What follows belongs to an exercise in optimizing a design on an open flow for a short achievable clock period and few clock cycles; a production flow would make more cautious choices. The RTL was checked by simulation tests, not by an equivalence proof against the original design.

==> flow/design.v <==
package dcachePkg;
  typedef logic [32-1:0] memWord;
  typedef enum logic [1:0] {
    lineInvalid,
    lineShared,
    lineModified
  } lineState;
  typedef enum logic [2:0] {
    stIdle,       
    stWriteBack,  
    stFetch,      
    stUpgrade,    
    stSnoopWb,    
    stFlushScan,  
    stFlushWb,    
    stHalted      
  } ctrlState;
endpackage
import dcachePkg::*;
module dcacheStore (
  input  logic                  CLK,
  input  logic                  rstN,
  input  dcachePkg::memWord     lookupAddr,
  output logic                  hitValid,
  output logic                  tagMatch,
  output dcachePkg::lineState   lineSt,
  output logic [26-1:0]  victimTag,
  output dcachePkg::memWord     rdWord,
  input  logic [3-1:0]  scanIdx,
  input  logic                  useScan,
  input  logic                  wrEn,
  input  dcachePkg::memWord     wrWord,
  input  logic                  setTag,
  input  logic                  stEn,
  input  dcachePkg::lineState   stNext
);
  logic [26-1:0] tagArr [0:8-1];
  logic [1:0]           stArr [0:8-1];
  logic [32-1:0] dataArr [0:8-1][0:1];
  logic [3-1:0] idx;
  logic                 wsel;
  logic [26-1:0] reqTag;
  assign idx    = useScan ? scanIdx : lookupAddr[3 +: 3];
  assign wsel   = lookupAddr[2];
  assign reqTag = lookupAddr[32-1 -: 26];
  assign lineSt    = dcachePkg::lineState'(stArr[idx]);
  assign victimTag = tagArr[idx];      
  assign tagMatch  = (tagArr[idx] == reqTag);
  assign hitValid  = tagMatch && (stArr[idx] != lineInvalid);
  assign rdWord    = dataArr[idx][wsel];
  always_ff @(posedge CLK or negedge rstN)
  begin
    if (!rstN)
    begin
      for (int i = 0; i < 8; i++)
        stArr[i] <= lineInvalid;
    end
    else if (stEn)
    begin
      stArr[idx] <= stNext;
    end
  end
  always_ff @(posedge CLK)
  begin
    if (setTag)
      tagArr[idx] <= reqTag;   
    if (wrEn)
      dataArr[idx][wsel] <= wrWord;
  end
endmodule
import dcachePkg::*;
module dcacheCtrl (
  input  logic                  CLK,
  input  logic                  rstN,
  input  logic                  dmemRen,
  input  logic                  dmemWen,
  input  dcachePkg::memWord     dmemAddr,
  input  dcachePkg::memWord     dmemStore,
  input  logic                  halt,
  output logic                  dHit,
  output logic                  flushed,
  output logic                  memRen,
  output logic                  memWen,
  output dcachePkg::memWord     memAddr,
  input  dcachePkg::memWord     memLoad,
  input  logic                  memWait,
  output logic                  ccTrans,
  output logic                  ccWrite,
  output logic                  ccDone,
  input  logic                  ccWait,
  input  logic                  ccInv,
  input  dcachePkg::memWord     ccSnoopAddr,
  output dcachePkg::memWord     lookupAddr,
  input  logic                  hitValid,
  input  logic                  tagMatch,
  input  dcachePkg::lineState   lineSt,
  input  logic [26-1:0]  victimTag,
  output logic [3-1:0]  scanIdx,
  output logic                  useScan,
  output logic                  wrEn,
  output dcachePkg::memWord     wrWord,
  output logic                  setTag,
  output logic                  stEn,
  output dcachePkg::lineState   stNext
);
  dcachePkg::ctrlState  state, nextState;
  logic                 beat, nextBeat;        
  logic [3-1:0] scanCnt, nextScan;     
  logic                 nextDone;
  logic                 snoopReq;
  logic                 loadHit, storeHit;
  logic                 lastSet;
  logic                 beatDone;
  logic [3-1:0] reqIdx;
  assign reqIdx   = dmemAddr[3 +: 3];
  assign snoopReq = ccWait && !ccDone;    
  assign loadHit  = dmemRen && hitValid;
  assign storeHit = dmemWen && hitValid && (lineSt == lineModified);
  assign lastSet  = (scanCnt == 3'(8 - 1));
  assign beatDone = !memWait;             
  assign dHit    = (state == stIdle) && !ccWait && (loadHit || storeHit);
  assign memRen  = (state == stFetch);
  assign memWen  = (state == stWriteBack) || (state == stSnoopWb) || (state == stFlushWb);
  assign ccTrans = (state == stWriteBack) || (state == stFetch) || (state == stUpgrade);
  assign ccWrite = ccTrans && dmemWen;    
  assign flushed = (state == stHalted);
  assign useScan = (state == stFlushScan) || (state == stFlushWb);
  assign scanIdx = scanCnt;
  always_comb
  begin
    lookupAddr = {dmemAddr[32-1:3], beat, 2'b00};
    if (state == stIdle)
      lookupAddr = ccWait ? ccSnoopAddr : dmemAddr;    
    else if (state == stSnoopWb)
      lookupAddr = {ccSnoopAddr[32-1:3], beat, 2'b00};
    else if (useScan)
      lookupAddr = {{(32 - 3){1'b0}}, beat, 2'b00};    
  end
  always_comb
  begin
    case (state)
      stWriteBack: memAddr = {victimTag, reqIdx, beat, 2'b00};
      stFlushWb:   memAddr = {victimTag, scanCnt, beat, 2'b00};
      default:     memAddr = lookupAddr;
    endcase
  end
  always_comb
  begin
    nextState = state;
    nextBeat  = beat;
    nextScan  = scanCnt;
    nextDone  = 1'b0;
    wrEn      = 1'b0;
    wrWord    = dmemStore;
    setTag    = 1'b0;
    stEn      = 1'b0;
    stNext    = lineInvalid;
    case (state)
      stIdle:
      begin
        nextBeat = 1'b0;
        if (ccWait)
        begin
          if (snoopReq)
          begin
            if (hitValid && (lineSt == lineModified))
              nextState = stSnoopWb;
            else
            begin
              stEn     = ccInv && hitValid;    
              nextDone = 1'b1;
            end
          end
        end
        else if (dmemRen || dmemWen)
        begin
          if (loadHit || storeHit)
            wrEn = dmemWen;                    
          else if (dmemWen && tagMatch && (lineSt == lineShared))
            nextState = stUpgrade;
          else if (lineSt == lineModified)
            nextState = stWriteBack;           
          else
            nextState = stFetch;
        end
        else if (halt)
          nextState = stFlushScan;
      end
      stWriteBack:
        if (beatDone)
        begin
          nextBeat = !beat;
          if (beat)
          begin
            stEn      = 1'b1;                  
            nextState = stFetch;
          end
        end
      stFetch:
        if (beatDone)
        begin
          wrEn     = 1'b1;
          wrWord   = memLoad;
          nextBeat = !beat;
          if (beat)
          begin
            setTag    = 1'b1;
            stEn      = 1'b1;
            stNext    = dmemWen ? lineModified : lineShared;
            nextState = stIdle;                
          end
        end
      stUpgrade:
        if (beatDone)
        begin
          stEn      = 1'b1;
          stNext    = lineModified;
          nextState = stIdle;
        end
      stSnoopWb:
        if (beatDone)
        begin
          nextBeat = !beat;
          if (beat)
          begin
            stEn      = 1'b1;
            stNext    = ccInv ? lineInvalid : lineShared;
            nextDone  = 1'b1;
            nextState = stIdle;
          end
        end
      stFlushScan:
        if (lineSt == lineModified)
          nextState = stFlushWb;
        else if (lastSet)
          nextState = stHalted;
        else
          nextScan = scanCnt + 1'b1;
      stFlushWb:
        if (beatDone)
        begin
          nextBeat = !beat;
          if (beat)
          begin
            stEn   = 1'b1;
            stNext = lineShared;               
            if (lastSet)
              nextState = stHalted;
            else
            begin
              nextScan  = scanCnt + 1'b1;
              nextState = stFlushScan;
            end
          end
        end
      stHalted:
        nextState = stHalted;                  
      default:
        nextState = stIdle;
    endcase
  end
  always_ff @(posedge CLK or negedge rstN)
  begin
    if (!rstN)
    begin
      state   <= stIdle;
      beat    <= 1'b0;
      scanCnt <= '0;
      ccDone  <= 1'b0;
    end
    else
    begin
      state   <= nextState;
      beat    <= nextBeat;
      scanCnt <= nextScan;
      ccDone  <= nextDone;     
    end
  end
endmodule
import dcachePkg::*;
module dcacheTop (
  input  logic              CLK,
  input  logic              rstN,
  input  logic              dmemRen,
  input  logic              dmemWen,
  input  logic              halt,
  input  logic              memWait,
  input  logic              ccWait,
  input  logic              ccInv,
  input  dcachePkg::memWord dmemAddr,
  input  dcachePkg::memWord dmemStore,
  input  dcachePkg::memWord memLoad,
  input  dcachePkg::memWord ccSnoopAddr,
  output dcachePkg::memWord dmemLoad,
  output dcachePkg::memWord memAddr,
  output dcachePkg::memWord memStore,
  output logic              dHit,
  output logic              memRen,
  output logic              memWen,
  output logic              ccTrans,
  output logic              ccWrite,
  output logic              ccDone,
  output logic              flushed
);
  dcachePkg::memWord    lookupAddr;
  logic                 hitValid, tagMatch;
  dcachePkg::lineState  lineSt, stNext;
  logic [26-1:0] victimTag;
  dcachePkg::memWord    rdWord, wrWord;
  logic [3-1:0] scanIdx;
  logic                 useScan, wrEn, setTag, stEn;
  dcacheCtrl uCtrl (
    .CLK(CLK), .rstN(rstN),
    .dmemRen(dmemRen), .dmemWen(dmemWen), .dmemAddr(dmemAddr), .dmemStore(dmemStore),
    .halt(halt), .dHit(dHit), .flushed(flushed),
    .memRen(memRen), .memWen(memWen), .memAddr(memAddr), .memLoad(memLoad), .memWait(memWait),
    .ccTrans(ccTrans), .ccWrite(ccWrite), .ccDone(ccDone), .ccWait(ccWait), .ccInv(ccInv),
    .ccSnoopAddr(ccSnoopAddr),
    .lookupAddr(lookupAddr), .hitValid(hitValid), .tagMatch(tagMatch), .lineSt(lineSt),
    .victimTag(victimTag), .scanIdx(scanIdx), .useScan(useScan), .wrEn(wrEn), .wrWord(wrWord),
    .setTag(setTag), .stEn(stEn), .stNext(stNext)
  );
  dcacheStore uStore (
    .CLK(CLK), .rstN(rstN), .lookupAddr(lookupAddr), .hitValid(hitValid), .tagMatch(tagMatch),
    .lineSt(lineSt), .victimTag(victimTag), .rdWord(rdWord), .scanIdx(scanIdx), .useScan(useScan),
    .wrEn(wrEn), .wrWord(wrWord), .setTag(setTag), .stEn(stEn), .stNext(stNext)
  );
  assign dmemLoad = rdWord;
  assign memStore = rdWord;
endmodule
==> flow/run.sh <==
#!/bin/bash
# synth_recipe.tcl (not shown) runs the flow's synth.tcl, then flattens the netlist and writes it again
# the make line also repeats each setting of config.mk as NAME=value (left out here)
make -C /OpenROAD-flow-scripts/flow DESIGN_CONFIG=/design/flow/config.mk WORK_HOME=/design/flow/orfs CLKGATE_MAP_FILE= SYNTH_SCRIPT=/design/flow/synth_recipe.tcl finish
==> flow/config.mk <==
export PLATFORM = sky130hd
export DESIGN_NAME = dcacheTop
export DESIGN_NICKNAME = dcacheTop
export VERILOG_FILES = /design/flow/design.v
export SDC_FILE = /design/flow/constraint.sdc
export NUM_CORES = 4
export LEC_CHECK = 0
export CAP_MARGIN = 20
export CORE_MARGIN = 2
export CORE_UTILIZATION = 40
export SLEW_MARGIN = 20
==> flow/constraint.sdc <==
create_clock -name core_clock -period 6.0 [get_ports {CLK}]
set_input_delay 1.2000 -clock core_clock [delete_from_list [all_inputs] [get_ports {CLK}]]
set_output_delay 1.2000 -clock core_clock [all_outputs]
set_load 0.01 [all_outputs]
==> flow_summary.toml <==
[status]
status = "finished clean"

[timing]
max_freq_mhz = 170.2
tightest_slew_ns = 1.164
hold_viol = 0
fin_crit_ns = 5.876
rsz0062_at_grt = "no"
relSlewSlack_pct = 22.34
period_share_pct = 97.94
finalSetupViolCount = 0
fin_skew_ns = 0.04707
fin_ws_ns = 0.1238
whs_ns = 0.5573
slew_violations = 0

[die]
coreArea_sq_um = 77210
io_pins = 239
dieArea_sq_um = 79890
rows = 102
dieWidth_um = 282.7
fp.dieH_um = 282.7
start_util_pct = 40.23

[grt]
grt_use_total_pct = 21.24
grt_max_degree = 84
busiest_layer = "met2"
grt_use_met3_pct = 3.031
grt_pass1_vias = 19130
grt_use_met1_pct = 29.23
met2_usage_pct = 35.72
grt-ovfl-total = 0
grt_pass1_wl_um = 124700
antenna_found_initial = 0

[worst_hold_path]
hold_class = "reg2reg"

[worst_setup_path]
required_ns = 4.80
crit_family = "buffers and inverters"
criticalPathCategory = "in2out"
end_kind = "primary output"
critPathSlowestCell = "or4b_2"
rrSetupSlack_ns = 0.74
critPathMaxFanout = 5
cp.depth = 13
slowest_delay_ns = 0.69
startpoint = "ccSnoopAddr[3]"
r2r_start = "uCtrl.state[1]"
arrival_ns = 4.68
endpoint = "memAddr[16]"
worstRegToRegCells = 18
worst-path-buf-inv = 6
r2r_end = "uStore.dataArr[8][28]"
cp_common_cell = "buf_4"
worstSetupStartpointType = "input port"
path_cells = "clkdlybuf4s50_1, mux2i_1, a21oi_2, o211ai_1, buf_4, buf_4, buf_6, nand3_1, o22ai_1, or4b_2, o21ai_0, buf_4, clkdlybuf4s50_1"

[pwr]
seq_power_share_pct = 31.5
power_uw = 20100
share_comb_of_total_power_pct = 45.6
leakagePower_uw = 0.01310
switching_power_uw = 6973
p_clk_share_pct = 22.9
power.density_nw_per_um2 = 511.0
intPower_uw = 13130
vdd_drop_max_v = 0.0003984
p_sw_share_pct = 34.69

[finish]
multi_input_area_sq_um = 8169
drive_above_1_share_pct = 27.11
regArea_sq_um = 22220
n_fill_cell = 6332
diodes = 0
layout_commonest_cell = "edfxtp_1"
area_growth_pct = 26.65
nets = 2408
layout_common_cells = "edfxtp_1 (720), clkdlybuf4s50_1 (236), buf_4 (222)"

[clock_network]
clock_latency_ns = 0.66
cts_tree = "built"
cts_buffer_depth = 3
cts_hold_buf = 0
clk_pin_slew_ns = 0.06
cts_buffers = 76
root_buffer = "clkbuf_16"
h-tree-depth = 3
clkSinkCount = 744

[placed_design]
routabilityCongestion = 0.8738
hpwl_um = 53130
io_buffers = 238
dpl_worst_slack_ns = -0.6512

[synthesis]
syn_nets = 1968
ys_ff_latch = 744
synth_edf_count = 720
ys_async_sr_fraction_pct = 3.226
syn_inst = 1830
synth_ff_type = "edfxtp_1"
ys_types = 80
yosysWarningCount = 3
syn_area_sq_um = 31060
seq_area_frac_synth_pct = 71.54
postSynthAreaPerCell_sq_um = 16.97

[job]
maxCapViolCount = 0

[routing]
drt_iter0_drc = 1957
wl_per_cell_um = 25.38
drt.antenna.violating_nets = 0
routed_wl_um = 85370
via_per_inst = 5.647
drcViolationCount = 0
drt-pass1-iter-count = 5
num_vias = 19000
[power groups by stage]
stage          Sequential [uW]  Clock (uW)  Combinational [uW]
2_1_floorplan             6390           0                5040
3_3_place_gp              6430           0                8960
3_5_place_dp              6440           0                9030
4_1_cts                   6330        4690                9160
5_1_grt                   6350        4880                9800
6_report                  6340        4600                9160
[worst register-to-register path, delay by kind of cell (launching register included)]
family	cells	cell delay, ns
AOI/OAI and AO/OA	3	0.47
buffers and inverters	7	1.37
and+or+nand+nor	8	2.50
DFF	1	0.59
[worst min path at each step]
stage | startpoint | end | slack (ns) | depth (start not counted)
final | uStore.stArr[4][0] | uStore.stArr[4][0] | 0.56 | 2
after global routing | uStore.stArr[4][0] | uStore.stArr[4][0] | 0.58 | 2
after CTS | uStore.stArr[4][0] | uStore.stArr[4][0] | 0.55 | 2
after detailed placement | uStore.stArr[4][0] | uStore.stArr[4][0] | 0.54 | 2
after global placement | uStore.stArr[7][0] | uStore.stArr[7][0] | 0.52 | 2
after floorplan | uCtrl.scanCnt[0] | uCtrl.scanCnt[0] | 0.50 | 1
[metal layers]
layer  vias to the layer above  share of wire, %
met5                         -                 0
met4                         0               2.0
met3                       122               6.2
met2                       757                49
met1                      9832                42
li1                       8284                 -
[cells in the mapped netlist (8+ instances only)]
cell       count  area share [%]
a21oi_1       33            0.53
a22o_1        12            0.34
a22oi_1       70             1.7
a31oi_1        9            0.18
buf_1         16            0.19
buf_2         19            0.31
buf_4         35            0.85
buf_6          8            0.29
clkbuf_1      73            0.88
dfrtp_1       24             1.9
edfxtp_1     720              70
inv_1         34            0.41
mux2_2        36             1.3
mux2i_1       13            0.42
mux4_2       128             9.3
nand2_1      128             1.5
nand3_1       41            0.66
nand4_1        9            0.18
nor2_1        72            0.87
nor3_1        49            0.79
nor3_2        10            0.32
o2111ai_1     30            0.85
o211ai_1       9            0.22
o21ai_0       55            0.89
o221ai_1      22            0.62
o221ai_2       8            0.39
o22ai_1       24            0.48
or3_1          8            0.16
xnor2_1       11            0.31
xor2_1         9            0.25
[per-stage QoR]
step | setup TNS, ns | utilization [%] | instances | instance area (sq um)
finish | 0 | 50.95 | 3364 | 39340
global route | 0 | 50.95 | 3364 | 39340
CTS | 0 | 50.84 | 3361 | 39250
detailed placement | -52.13 | 47.56 | 3225 | 36720
global placement | -60.18 | 47.56 | 3225 | 36720
floorplan | -178.44 | - | 1830 | 31120
[flip-flops by register name, indices dropped and copies added, names as in the netlist]
register and count:
uStore.tagArr 208, uCtrl.beat 1, uStore.stArr 16, uCtrl.state 3, uStore.dataArr 512, uCtrl.ccDone 1
uCtrl.scanCnt 3
[repair_timing]
| action | in CTS | in global routing |
|---|---|---|
| setup endpoints to repair | 3 | 54 |
| pin swaps | 9 | 6 |
| resized for setup | 19 | 13 |
| buffers inserted | 3 | 2 |
| gates cloned | 1 | 1 |
[cells by family (layout without fill, tap and decap cells)]
logic type	count (synthesis)	in the layout	share of synthesized area (%)
adder cells (fa/ha/maj)	2	2	0.08055
flip-flops	744	744	71.54
AO/OA/AOI/OAI	330	330	7.936
multiplexers	177	177	11.01
AND/OR/NAND/NOR	371	371	5.890
XOR/XNOR	21	21	0.6164
buffers and inverters	185	679	2.929
[layout make-up]
type	instances	area share, %
Clock buffer	93	4.997
Clock inverter	39	1.174
Inverter	34	0.3435
Multi-Input combinational cell	901	20.77
Sequential cell	744	56.49
Tap cell	1040	3.308
Timing Repair Buffer	513	12.92
Testbench counts, summed over its fixed seeds: cycles 13,434.

==> afterwards: timing with drivers on the ports <==
No port has a modelled driver above. Below, the same layout with a new extraction and two added sets of constraints.
Step 1: set_driving_cell puts a clkbuf_16 on CLK and a buf_2 on each other input, an assumption about the parent block.
Step 2 times the ports against the registers' clock, not the clock port: input delays grow and output delays shrink by t, the midpoint of the rising clock arrivals with the driver on.
Three values: ideal ports, drivers, drivers and shift; two values: the first two.
shift t [ns]: 0.699
setup slack, ns: 0.124 / 0.091 / -0.031
worst setup path after step 2: input to register
Met with ideal ports but missed after step 2: setup timing in this run. For this run, drivers alone change the setup slack by -0.033 ns; drivers and shift together by -0.155 ns.
